This design comes from an exercise in tuning for small area, a short achievable clock period and few clock cycles per item on the open sky130 flow, not from production work. The RTL was checked by simulation tests, not by an equivalence proof against the original design. Power is estimated from default activity; no workload was simulated.

==> 05-16 <==
Design axis_float_mul_lanes, start of the top module:
module axis_float_mul_lanes
#(
  parameter int    LANES      = 4,
  parameter int    USER_W     = 3,
  parameter        ROUND_MODE = "RNE"
) (
  input  logic                       clk,
  input  logic                       rst_n,
  input  logic [64*LANES-1:0]        s_axis_data,
  input  logic [USER_W-1:0]          s_axis_user,
  input  logic                       s_axis_last,
  input  logic                       s_axis_valid,
  output logic                       s_axis_ready,
  output logic [32*LANES-1:0]        m_axis_data,
  output logic [USER_W+2*LANES-1:0]  m_axis_user,
  output logic                       m_axis_last,
  output logic                       m_axis_valid,
  input  logic                       m_axis_ready
);
clock: 8.0 ns
lec_check: 0
abc_area: 1
cap_margin: 20
core_margin: 2
core_utilization: 65
setup_slack_margin: 3.8
slew_margin: 20
standard.sh (not shown) runs the stock make flow with config.mk's settings and CLKGATE_MAP_FILE= SYNTH_SCRIPT=/design/flow/synth_recipe.tcl, a recipe that flattens the netlist after the stock synthesis.
==> flow/flow/run.sh <==
#!/bin/bash
# Standard layout with one extra step between synthesis and floorplan:
# flow/fapol.py re-polarises the full-adder cells of the synthesised netlist
# (a full adder with all inputs and outputs complemented is the same cell),
# which removes most inverters between adders. Registers and every other
# cell are left as the standard synthesis made them.
set -euo pipefail
bash standard.sh synth > synth.log 2>&1
NET=$(ls orfs/results/*/*/base/1_2_yosys.v)
DIR=$(dirname "$NET")
cp "$NET" yosys_standard.v
python3 flow/fapol.py yosys_standard.v "$NET" > fapol.log 2>&1
rm -f "$DIR/1_synth.odb" "$DIR/1_synth.sdc"
bash standard.sh synth > synth_odb.log 2>&1
bash standard.sh > layout.log 2>&1
Other scripts of this flow, unchanged in this note and not shown: flow/flow/fapol.py
==> inputs of 10-04, as changes to 05-16 <==
--- a/flow/design.v
+++ b/flow/design.v
@@ -14,50 +14,64 @@
       x = (2*j+1 < 23) ? b[2*j+1] : 1'b1;
       y = b[2*j];
       z = (j == 0) ? 1'b0 : b[2*j-1];
       bone[j] = y ^ z;
       btwo[j] = (x & ~y & ~z) | (~x & y & z);
     end
   end
-  logic [31:0] a_q, b_q;
+  wire a_z   = (a[30:23] == 8'd0);
+  wire b_z   = (b[30:23] == 8'd0);
+  wire a_e1  = (a[30:23] == 8'hFF);
+  wire b_e1  = (b[30:23] == 8'hFF);
+  wire a_nan = a_e1 & (a[22:0] != 23'd0);
+  wire b_nan = b_e1 & (b[22:0] != 23'd0);
+  wire a_inf = a_e1 & (a[22:0] == 23'd0);
+  wire b_inf = b_e1 & (b[22:0] == 23'd0);
+  logic [1:0] kind_in;
+  always_comb begin
+    if (a_nan | b_nan | (a_inf & b_z) | (a_z & b_inf)) kind_in = 2'd3;
+    else if (a_inf | b_inf)                            kind_in = 2'd2;
+    else if (a_z | b_z)                                kind_in = 2'd1;
+    else                                               kind_in = 2'd0;
+  end
+  logic [22:0] bz;             
+  logic [4:0]  tb;
+  always_comb begin
+    bz[0] = 1'b1;
+    for (int k = 1; k < 23; k++) bz[k] = bz[k-1] & ~b[k-1];
+    tb = (bz[22] & ~b[22]) ? 5'd23 : 5'd0;
+    for (int k = 0; k < 23; k++) tb = tb | ({5{bz[k] & b[k]}} & 5'(k));
+  end
+  logic [22:0] a_q;
+  logic [10:0] bneg_q;
   logic [11:0] bonen_q, btwon_q;      
+  logic        s1_sign;
+  logic [1:0]  s1_kind;
+  logic [9:0]  s1_exp;
+  logic [4:0]  tb_q;
   always_ff @(posedge clk) if (en) begin
-    a_q     <= a;
-    b_q     <= b;
+    a_q     <= a[22:0];
+    for (int j = 0; j < 11; j++) bneg_q[j] <= b[2*j+1];
     bonen_q <= ~bone;
     btwon_q <= ~btwo;
+    s1_sign <= a[31] ^ b[31];
+    s1_kind <= kind_in;
+    s1_exp  <= {2'b00, a[30:23]} + {2'b00, b[30:23]} - 10'd127;
+    tb_q    <= tb;
   end
-  wire a_z   = (a_q[30:23] == 8'd0);
-  wire b_z   = (b_q[30:23] == 8'd0);
-  wire a_e1  = (a_q[30:23] == 8'hFF);
-  wire b_e1  = (b_q[30:23] == 8'hFF);
-  wire a_nan = a_e1 & (a_q[22:0] != 23'd0);
-  wire b_nan = b_e1 & (b_q[22:0] != 23'd0);
-  wire a_inf = a_e1 & (a_q[22:0] == 23'd0);
-  wire b_inf = b_e1 & (b_q[22:0] == 23'd0);
-  logic [1:0] kind;
-  always_comb begin
-    if (a_nan | b_nan | (a_inf & b_z) | (a_z & b_inf)) kind = 2'd3;
-    else if (a_inf | b_inf)                            kind = 2'd2;
-    else if (a_z | b_z)                                kind = 2'd1;
-    else                                               kind = 2'd0;
-  end
-  wire       sign = a_q[31] ^ b_q[31];
-  wire [9:0] esum = {2'b00, a_q[30:23]} + {2'b00, b_q[30:23]} - 10'd127;
-  logic [22:0] za, zb;
+  wire       sign = s1_sign;
+  wire [1:0] kind = s1_kind;
+  wire [9:0] esum = s1_exp;
+  logic [22:0] za;
   logic        lo_z;
   always_comb begin
     za[0] = 1'b1;
-    zb[0] = 1'b1;
-    for (int k = 1; k < 23; k++) begin
-      za[k] = za[k-1] & ~a_q[k-1];
-      zb[k] = zb[k-1] & ~b_q[k-1];
-    end
+    for (int k = 1; k < 23; k++) za[k] = za[k-1] & ~a_q[k-1];
     lo_z = 1'b0;
-    for (int k = 0; k < 23; k++) lo_z = lo_z | (za[k] & zb[22-k]);
+    for (int k = 0; k < 23; k++) lo_z = lo_z | (za[k] & (tb_q >= 5'(22 - k)));
   end
   wire hs1;
   wire hc2;
   wire hs3;
   wire hc4;
   wire fs5;
   wire fc6;
@@ -668,15 +682,15 @@
   wire pp0_18 = ((~bonen_q[0] & a_q[18]) | (~btwon_q[0] & a_q[17])) ^ bneg0;
   wire pp0_19 = ((~bonen_q[0] & a_q[19]) | (~btwon_q[0] & a_q[18])) ^ bneg0;
   wire pp0_20 = ((~bonen_q[0] & a_q[20]) | (~btwon_q[0] & a_q[19])) ^ bneg0;
   wire pp0_21 = ((~bonen_q[0] & a_q[21]) | (~btwon_q[0] & a_q[20])) ^ bneg0;
   wire pp0_22 = ((~bonen_q[0] & a_q[22]) | (~btwon_q[0] & a_q[21])) ^ bneg0;
   wire pp0_23 = ((~bonen_q[0] & 1'b1) | (~btwon_q[0] & a_q[22])) ^ bneg0;
   wire pp0_24 = ((~btwon_q[0] & 1'b1)) ^ bneg0;
-  wire bneg0 = b_q[1];
+  wire bneg0 = bneg_q[0];
   wire nneg0 = ~bneg0;
   wire pp1_0 = ((~bonen_q[1] & a_q[0])) ^ bneg1;
   wire pp1_1 = ((~bonen_q[1] & a_q[1]) | (~btwon_q[1] & a_q[0])) ^ bneg1;
   wire pp1_2 = ((~bonen_q[1] & a_q[2]) | (~btwon_q[1] & a_q[1])) ^ bneg1;
   wire pp1_3 = ((~bonen_q[1] & a_q[3]) | (~btwon_q[1] & a_q[2])) ^ bneg1;
   wire pp1_4 = ((~bonen_q[1] & a_q[4]) | (~btwon_q[1] & a_q[3])) ^ bneg1;
   wire pp1_5 = ((~bonen_q[1] & a_q[5]) | (~btwon_q[1] & a_q[4])) ^ bneg1;
@@ -695,15 +709,15 @@
   wire pp1_18 = ((~bonen_q[1] & a_q[18]) | (~btwon_q[1] & a_q[17])) ^ bneg1;
   wire pp1_19 = ((~bonen_q[1] & a_q[19]) | (~btwon_q[1] & a_q[18])) ^ bneg1;
   wire pp1_20 = ((~bonen_q[1] & a_q[20]) | (~btwon_q[1] & a_q[19])) ^ bneg1;
   wire pp1_21 = ((~bonen_q[1] & a_q[21]) | (~btwon_q[1] & a_q[20])) ^ bneg1;
   wire pp1_22 = ((~bonen_q[1] & a_q[22]) | (~btwon_q[1] & a_q[21])) ^ bneg1;
   wire pp1_23 = ((~bonen_q[1] & 1'b1) | (~btwon_q[1] & a_q[22])) ^ bneg1;
   wire pp1_24 = ((~btwon_q[1] & 1'b1)) ^ bneg1;
-  wire bneg1 = b_q[3];
+  wire bneg1 = bneg_q[1];
   wire nneg1 = ~bneg1;
   wire pp2_0 = ((~bonen_q[2] & a_q[0])) ^ bneg2;
   wire pp2_1 = ((~bonen_q[2] & a_q[1]) | (~btwon_q[2] & a_q[0])) ^ bneg2;
   wire pp2_2 = ((~bonen_q[2] & a_q[2]) | (~btwon_q[2] & a_q[1])) ^ bneg2;
   wire pp2_3 = ((~bonen_q[2] & a_q[3]) | (~btwon_q[2] & a_q[2])) ^ bneg2;
   wire pp2_4 = ((~bonen_q[2] & a_q[4]) | (~btwon_q[2] & a_q[3])) ^ bneg2;
   wire pp2_5 = ((~bonen_q[2] & a_q[5]) | (~btwon_q[2] & a_q[4])) ^ bneg2;
@@ -722,15 +736,15 @@
   wire pp2_18 = ((~bonen_q[2] & a_q[18]) | (~btwon_q[2] & a_q[17])) ^ bneg2;
   wire pp2_19 = ((~bonen_q[2] & a_q[19]) | (~btwon_q[2] & a_q[18])) ^ bneg2;
   wire pp2_20 = ((~bonen_q[2] & a_q[20]) | (~btwon_q[2] & a_q[19])) ^ bneg2;
   wire pp2_21 = ((~bonen_q[2] & a_q[21]) | (~btwon_q[2] & a_q[20])) ^ bneg2;
   wire pp2_22 = ((~bonen_q[2] & a_q[22]) | (~btwon_q[2] & a_q[21])) ^ bneg2;
   wire pp2_23 = ((~bonen_q[2] & 1'b1) | (~btwon_q[2] & a_q[22])) ^ bneg2;
   wire pp2_24 = ((~btwon_q[2] & 1'b1)) ^ bneg2;
-  wire bneg2 = b_q[5];
+  wire bneg2 = bneg_q[2];
   wire nneg2 = ~bneg2;
   wire pp3_0 = ((~bonen_q[3] & a_q[0])) ^ bneg3;
   wire pp3_1 = ((~bonen_q[3] & a_q[1]) | (~btwon_q[3] & a_q[0])) ^ bneg3;
   wire pp3_2 = ((~bonen_q[3] & a_q[2]) | (~btwon_q[3] & a_q[1])) ^ bneg3;
   wire pp3_3 = ((~bonen_q[3] & a_q[3]) | (~btwon_q[3] & a_q[2])) ^ bneg3;
   wire pp3_4 = ((~bonen_q[3] & a_q[4]) | (~btwon_q[3] & a_q[3])) ^ bneg3;
   wire pp3_5 = ((~bonen_q[3] & a_q[5]) | (~btwon_q[3] & a_q[4])) ^ bneg3;
@@ -749,15 +763,15 @@
   wire pp3_18 = ((~bonen_q[3] & a_q[18]) | (~btwon_q[3] & a_q[17])) ^ bneg3;
   wire pp3_19 = ((~bonen_q[3] & a_q[19]) | (~btwon_q[3] & a_q[18])) ^ bneg3;
   wire pp3_20 = ((~bonen_q[3] & a_q[20]) | (~btwon_q[3] & a_q[19])) ^ bneg3;
   wire pp3_21 = ((~bonen_q[3] & a_q[21]) | (~btwon_q[3] & a_q[20])) ^ bneg3;
   wire pp3_22 = ((~bonen_q[3] & a_q[22]) | (~btwon_q[3] & a_q[21])) ^ bneg3;
   wire pp3_23 = ((~bonen_q[3] & 1'b1) | (~btwon_q[3] & a_q[22])) ^ bneg3;
   wire pp3_24 = ((~btwon_q[3] & 1'b1)) ^ bneg3;
-  wire bneg3 = b_q[7];
+  wire bneg3 = bneg_q[3];
   wire nneg3 = ~bneg3;
   wire pp4_0 = ((~bonen_q[4] & a_q[0])) ^ bneg4;
   wire pp4_1 = ((~bonen_q[4] & a_q[1]) | (~btwon_q[4] & a_q[0])) ^ bneg4;
   wire pp4_2 = ((~bonen_q[4] & a_q[2]) | (~btwon_q[4] & a_q[1])) ^ bneg4;
   wire pp4_3 = ((~bonen_q[4] & a_q[3]) | (~btwon_q[4] & a_q[2])) ^ bneg4;
   wire pp4_4 = ((~bonen_q[4] & a_q[4]) | (~btwon_q[4] & a_q[3])) ^ bneg4;
   wire pp4_5 = ((~bonen_q[4] & a_q[5]) | (~btwon_q[4] & a_q[4])) ^ bneg4;
@@ -776,15 +790,15 @@
   wire pp4_18 = ((~bonen_q[4] & a_q[18]) | (~btwon_q[4] & a_q[17])) ^ bneg4;
   wire pp4_19 = ((~bonen_q[4] & a_q[19]) | (~btwon_q[4] & a_q[18])) ^ bneg4;
   wire pp4_20 = ((~bonen_q[4] & a_q[20]) | (~btwon_q[4] & a_q[19])) ^ bneg4;
   wire pp4_21 = ((~bonen_q[4] & a_q[21]) | (~btwon_q[4] & a_q[20])) ^ bneg4;
   wire pp4_22 = ((~bonen_q[4] & a_q[22]) | (~btwon_q[4] & a_q[21])) ^ bneg4;
   wire pp4_23 = ((~bonen_q[4] & 1'b1) | (~btwon_q[4] & a_q[22])) ^ bneg4;
   wire pp4_24 = ((~btwon_q[4] & 1'b1)) ^ bneg4;
-  wire bneg4 = b_q[9];
+  wire bneg4 = bneg_q[4];
   wire nneg4 = ~bneg4;
   wire pp5_0 = ((~bonen_q[5] & a_q[0])) ^ bneg5;
   wire pp5_1 = ((~bonen_q[5] & a_q[1]) | (~btwon_q[5] & a_q[0])) ^ bneg5;
   wire pp5_2 = ((~bonen_q[5] & a_q[2]) | (~btwon_q[5] & a_q[1])) ^ bneg5;
   wire pp5_3 = ((~bonen_q[5] & a_q[3]) | (~btwon_q[5] & a_q[2])) ^ bneg5;
   wire pp5_4 = ((~bonen_q[5] & a_q[4]) | (~btwon_q[5] & a_q[3])) ^ bneg5;
   wire pp5_5 = ((~bonen_q[5] & a_q[5]) | (~btwon_q[5] & a_q[4])) ^ bneg5;
@@ -803,15 +817,15 @@
   wire pp5_18 = ((~bonen_q[5] & a_q[18]) | (~btwon_q[5] & a_q[17])) ^ bneg5;
   wire pp5_19 = ((~bonen_q[5] & a_q[19]) | (~btwon_q[5] & a_q[18])) ^ bneg5;
   wire pp5_20 = ((~bonen_q[5] & a_q[20]) | (~btwon_q[5] & a_q[19])) ^ bneg5;
   wire pp5_21 = ((~bonen_q[5] & a_q[21]) | (~btwon_q[5] & a_q[20])) ^ bneg5;
   wire pp5_22 = ((~bonen_q[5] & a_q[22]) | (~btwon_q[5] & a_q[21])) ^ bneg5;
   wire pp5_23 = ((~bonen_q[5] & 1'b1) | (~btwon_q[5] & a_q[22])) ^ bneg5;
   wire pp5_24 = ((~btwon_q[5] & 1'b1)) ^ bneg5;
-  wire bneg5 = b_q[11];
+  wire bneg5 = bneg_q[5];
   wire nneg5 = ~bneg5;
   wire pp6_0 = ((~bonen_q[6] & a_q[0])) ^ bneg6;
   wire pp6_1 = ((~bonen_q[6] & a_q[1]) | (~btwon_q[6] & a_q[0])) ^ bneg6;
   wire pp6_2 = ((~bonen_q[6] & a_q[2]) | (~btwon_q[6] & a_q[1])) ^ bneg6;
   wire pp6_3 = ((~bonen_q[6] & a_q[3]) | (~btwon_q[6] & a_q[2])) ^ bneg6;
   wire pp6_4 = ((~bonen_q[6] & a_q[4]) | (~btwon_q[6] & a_q[3])) ^ bneg6;
   wire pp6_5 = ((~bonen_q[6] & a_q[5]) | (~btwon_q[6] & a_q[4])) ^ bneg6;
@@ -830,15 +844,15 @@
   wire pp6_18 = ((~bonen_q[6] & a_q[18]) | (~btwon_q[6] & a_q[17])) ^ bneg6;
   wire pp6_19 = ((~bonen_q[6] & a_q[19]) | (~btwon_q[6] & a_q[18])) ^ bneg6;
   wire pp6_20 = ((~bonen_q[6] & a_q[20]) | (~btwon_q[6] & a_q[19])) ^ bneg6;
   wire pp6_21 = ((~bonen_q[6] & a_q[21]) | (~btwon_q[6] & a_q[20])) ^ bneg6;
   wire pp6_22 = ((~bonen_q[6] & a_q[22]) | (~btwon_q[6] & a_q[21])) ^ bneg6;
   wire pp6_23 = ((~bonen_q[6] & 1'b1) | (~btwon_q[6] & a_q[22])) ^ bneg6;
   wire pp6_24 = ((~btwon_q[6] & 1'b1)) ^ bneg6;
-  wire bneg6 = b_q[13];
+  wire bneg6 = bneg_q[6];
   wire nneg6 = ~bneg6;
   wire pp7_0 = ((~bonen_q[7] & a_q[0])) ^ bneg7;
   wire pp7_1 = ((~bonen_q[7] & a_q[1]) | (~btwon_q[7] & a_q[0])) ^ bneg7;
   wire pp7_2 = ((~bonen_q[7] & a_q[2]) | (~btwon_q[7] & a_q[1])) ^ bneg7;
   wire pp7_3 = ((~bonen_q[7] & a_q[3]) | (~btwon_q[7] & a_q[2])) ^ bneg7;
   wire pp7_4 = ((~bonen_q[7] & a_q[4]) | (~btwon_q[7] & a_q[3])) ^ bneg7;
   wire pp7_5 = ((~bonen_q[7] & a_q[5]) | (~btwon_q[7] & a_q[4])) ^ bneg7;
@@ -857,15 +871,15 @@
   wire pp7_18 = ((~bonen_q[7] & a_q[18]) | (~btwon_q[7] & a_q[17])) ^ bneg7;
   wire pp7_19 = ((~bonen_q[7] & a_q[19]) | (~btwon_q[7] & a_q[18])) ^ bneg7;
   wire pp7_20 = ((~bonen_q[7] & a_q[20]) | (~btwon_q[7] & a_q[19])) ^ bneg7;
   wire pp7_21 = ((~bonen_q[7] & a_q[21]) | (~btwon_q[7] & a_q[20])) ^ bneg7;
   wire pp7_22 = ((~bonen_q[7] & a_q[22]) | (~btwon_q[7] & a_q[21])) ^ bneg7;
   wire pp7_23 = ((~bonen_q[7] & 1'b1) | (~btwon_q[7] & a_q[22])) ^ bneg7;
   wire pp7_24 = ((~btwon_q[7] & 1'b1)) ^ bneg7;
-  wire bneg7 = b_q[15];
+  wire bneg7 = bneg_q[7];
   wire nneg7 = ~bneg7;
   wire pp8_0 = ((~bonen_q[8] & a_q[0])) ^ bneg8;
   wire pp8_1 = ((~bonen_q[8] & a_q[1]) | (~btwon_q[8] & a_q[0])) ^ bneg8;
   wire pp8_2 = ((~bonen_q[8] & a_q[2]) | (~btwon_q[8] & a_q[1])) ^ bneg8;
   wire pp8_3 = ((~bonen_q[8] & a_q[3]) | (~btwon_q[8] & a_q[2])) ^ bneg8;
   wire pp8_4 = ((~bonen_q[8] & a_q[4]) | (~btwon_q[8] & a_q[3])) ^ bneg8;
   wire pp8_5 = ((~bonen_q[8] & a_q[5]) | (~btwon_q[8] & a_q[4])) ^ bneg8;
@@ -884,15 +898,15 @@
   wire pp8_18 = ((~bonen_q[8] & a_q[18]) | (~btwon_q[8] & a_q[17])) ^ bneg8;
   wire pp8_19 = ((~bonen_q[8] & a_q[19]) | (~btwon_q[8] & a_q[18])) ^ bneg8;
   wire pp8_20 = ((~bonen_q[8] & a_q[20]) | (~btwon_q[8] & a_q[19])) ^ bneg8;
   wire pp8_21 = ((~bonen_q[8] & a_q[21]) | (~btwon_q[8] & a_q[20])) ^ bneg8;
   wire pp8_22 = ((~bonen_q[8] & a_q[22]) | (~btwon_q[8] & a_q[21])) ^ bneg8;
   wire pp8_23 = ((~bonen_q[8] & 1'b1) | (~btwon_q[8] & a_q[22])) ^ bneg8;
   wire pp8_24 = ((~btwon_q[8] & 1'b1)) ^ bneg8;
-  wire bneg8 = b_q[17];
+  wire bneg8 = bneg_q[8];
   wire nneg8 = ~bneg8;
   wire pp9_0 = ((~bonen_q[9] & a_q[0])) ^ bneg9;
   wire pp9_1 = ((~bonen_q[9] & a_q[1]) | (~btwon_q[9] & a_q[0])) ^ bneg9;
   wire pp9_2 = ((~bonen_q[9] & a_q[2]) | (~btwon_q[9] & a_q[1])) ^ bneg9;
   wire pp9_3 = ((~bonen_q[9] & a_q[3]) | (~btwon_q[9] & a_q[2])) ^ bneg9;
   wire pp9_4 = ((~bonen_q[9] & a_q[4]) | (~btwon_q[9] & a_q[3])) ^ bneg9;
   wire pp9_5 = ((~bonen_q[9] & a_q[5]) | (~btwon_q[9] & a_q[4])) ^ bneg9;
@@ -911,15 +925,15 @@
   wire pp9_18 = ((~bonen_q[9] & a_q[18]) | (~btwon_q[9] & a_q[17])) ^ bneg9;
   wire pp9_19 = ((~bonen_q[9] & a_q[19]) | (~btwon_q[9] & a_q[18])) ^ bneg9;
   wire pp9_20 = ((~bonen_q[9] & a_q[20]) | (~btwon_q[9] & a_q[19])) ^ bneg9;
   wire pp9_21 = ((~bonen_q[9] & a_q[21]) | (~btwon_q[9] & a_q[20])) ^ bneg9;
   wire pp9_22 = ((~bonen_q[9] & a_q[22]) | (~btwon_q[9] & a_q[21])) ^ bneg9;
   wire pp9_23 = ((~bonen_q[9] & 1'b1) | (~btwon_q[9] & a_q[22])) ^ bneg9;
   wire pp9_24 = ((~btwon_q[9] & 1'b1)) ^ bneg9;
-  wire bneg9 = b_q[19];
+  wire bneg9 = bneg_q[9];
   wire nneg9 = ~bneg9;
   wire pp10_0 = ((~bonen_q[10] & a_q[0])) ^ bneg10;
   wire pp10_1 = ((~bonen_q[10] & a_q[1]) | (~btwon_q[10] & a_q[0])) ^ bneg10;
   wire pp10_2 = ((~bonen_q[10] & a_q[2]) | (~btwon_q[10] & a_q[1])) ^ bneg10;
   wire pp10_3 = ((~bonen_q[10] & a_q[3]) | (~btwon_q[10] & a_q[2])) ^ bneg10;
   wire pp10_4 = ((~bonen_q[10] & a_q[4]) | (~btwon_q[10] & a_q[3])) ^ bneg10;
   wire pp10_5 = ((~bonen_q[10] & a_q[5]) | (~btwon_q[10] & a_q[4])) ^ bneg10;
@@ -938,15 +952,15 @@
   wire pp10_18 = ((~bonen_q[10] & a_q[18]) | (~btwon_q[10] & a_q[17])) ^ bneg10;
   wire pp10_19 = ((~bonen_q[10] & a_q[19]) | (~btwon_q[10] & a_q[18])) ^ bneg10;
   wire pp10_20 = ((~bonen_q[10] & a_q[20]) | (~btwon_q[10] & a_q[19])) ^ bneg10;
   wire pp10_21 = ((~bonen_q[10] & a_q[21]) | (~btwon_q[10] & a_q[20])) ^ bneg10;
   wire pp10_22 = ((~bonen_q[10] & a_q[22]) | (~btwon_q[10] & a_q[21])) ^ bneg10;
   wire pp10_23 = ((~bonen_q[10] & 1'b1) | (~btwon_q[10] & a_q[22])) ^ bneg10;
   wire pp10_24 = ((~btwon_q[10] & 1'b1)) ^ bneg10;
-  wire bneg10 = b_q[21];
+  wire bneg10 = bneg_q[10];
   wire nneg10 = ~bneg10;
   wire pp11_0 = ((~bonen_q[11] & a_q[0])) ^ bneg11;
   wire pp11_1 = ((~bonen_q[11] & a_q[1]) | (~btwon_q[11] & a_q[0])) ^ bneg11;
   wire pp11_2 = ((~bonen_q[11] & a_q[2]) | (~btwon_q[11] & a_q[1])) ^ bneg11;
   wire pp11_3 = ((~bonen_q[11] & a_q[3]) | (~btwon_q[11] & a_q[2])) ^ bneg11;
   wire pp11_4 = ((~bonen_q[11] & a_q[4]) | (~btwon_q[11] & a_q[3])) ^ bneg11;
   wire pp11_5 = ((~bonen_q[11] & a_q[5]) | (~btwon_q[11] & a_q[4])) ^ bneg11;
- TNS_END_PERCENT: unset -> 0
==> summary.txt <==
metric                                                                          05-16                       10-04
Maximum number of pins on one net before global-route repair                      186                         164
Post-route cell area                                                    104,100 sq um               100,400 sq um
Internal portion of total power                                              24.47 mW                    23.35 mW
Critical-path cell with the highest stage delay                                  fa_1                  clkinvlp_2
Buffers outside the clock class                                                   930                         716
Hold wc startpoint                                                       side_q[0][0]  g_lane[0].u_lane.s1_exp[9]
Combinational share of power                                                    72.3%                       71.9%
Seq power                                                                     8.86 mW                     8.58 mW
Core footprint                                                          137,700 sq um               137,200 sq um
Mapped cell area                                                         90,250 sq um                89,560 sq um
Outcome                                                                finished clean              finished clean
Bufs and invs on worst path                                                         3                           2
Layout clock area frac                                                         3.007%                      3.159%
Critical R2R Launch                                           g_lane[2].u_lane.a_q[9]     g_lane[0].u_lane.a_q[7]
HPWL Detailed                                                              190,700 um                  197,100 um
Initial cell density of the core                                               65.56%                      65.30%
Testbench counts of 05-16, summed over its fixed seeds: cycles 16,024, items 16,000.
Testbench counts of 10-04, summed over its fixed seeds: cycles 16,024, items 16,000.

## separate check: timing with driven ports
The results above use ideal ports. As a check the final layouts listed here were re-extracted and re-timed, cells and wires unchanged. Step 1 (the two cells are an assumption about what drives the block):
set clk [get_ports {clk}]
set_driving_cell -lib_cell sky130_fd_sc_hd__clkbuf_16 $clk
set_driving_cell -lib_cell sky130_fd_sc_hd__buf_2 [delete_from_list [all_inputs] $clk]
Step 2 also shifts input and output timing later by t, the mid clock arrival at the registers, as if the neighbouring blocks saw the same clock. Three values: ideal, step 1, step 2; two values: the first two.
| run | t, ns | slack for setup (ns) | latest minus earliest clock arrival (ns) | worst slew at a driven data input, ns | pins driven straight from the clock port |
|---|---|---|---|---|---|
| 05-16 | 0.824 | 3.694 / 3.694 / 3.560 | 0.041 / 0.042 | 0.24 | 1 |
| 10-04 | 0.803 | 3.520 / 3.520 / 3.076 | 0.054 / 0.053 | 0.22 | 1 |
After both steps setup and hold are still met in every run listed. For 10-04, which loses most, drivers alone change the setup slack by 0.000 ns; drivers and shift together by -0.444 ns.
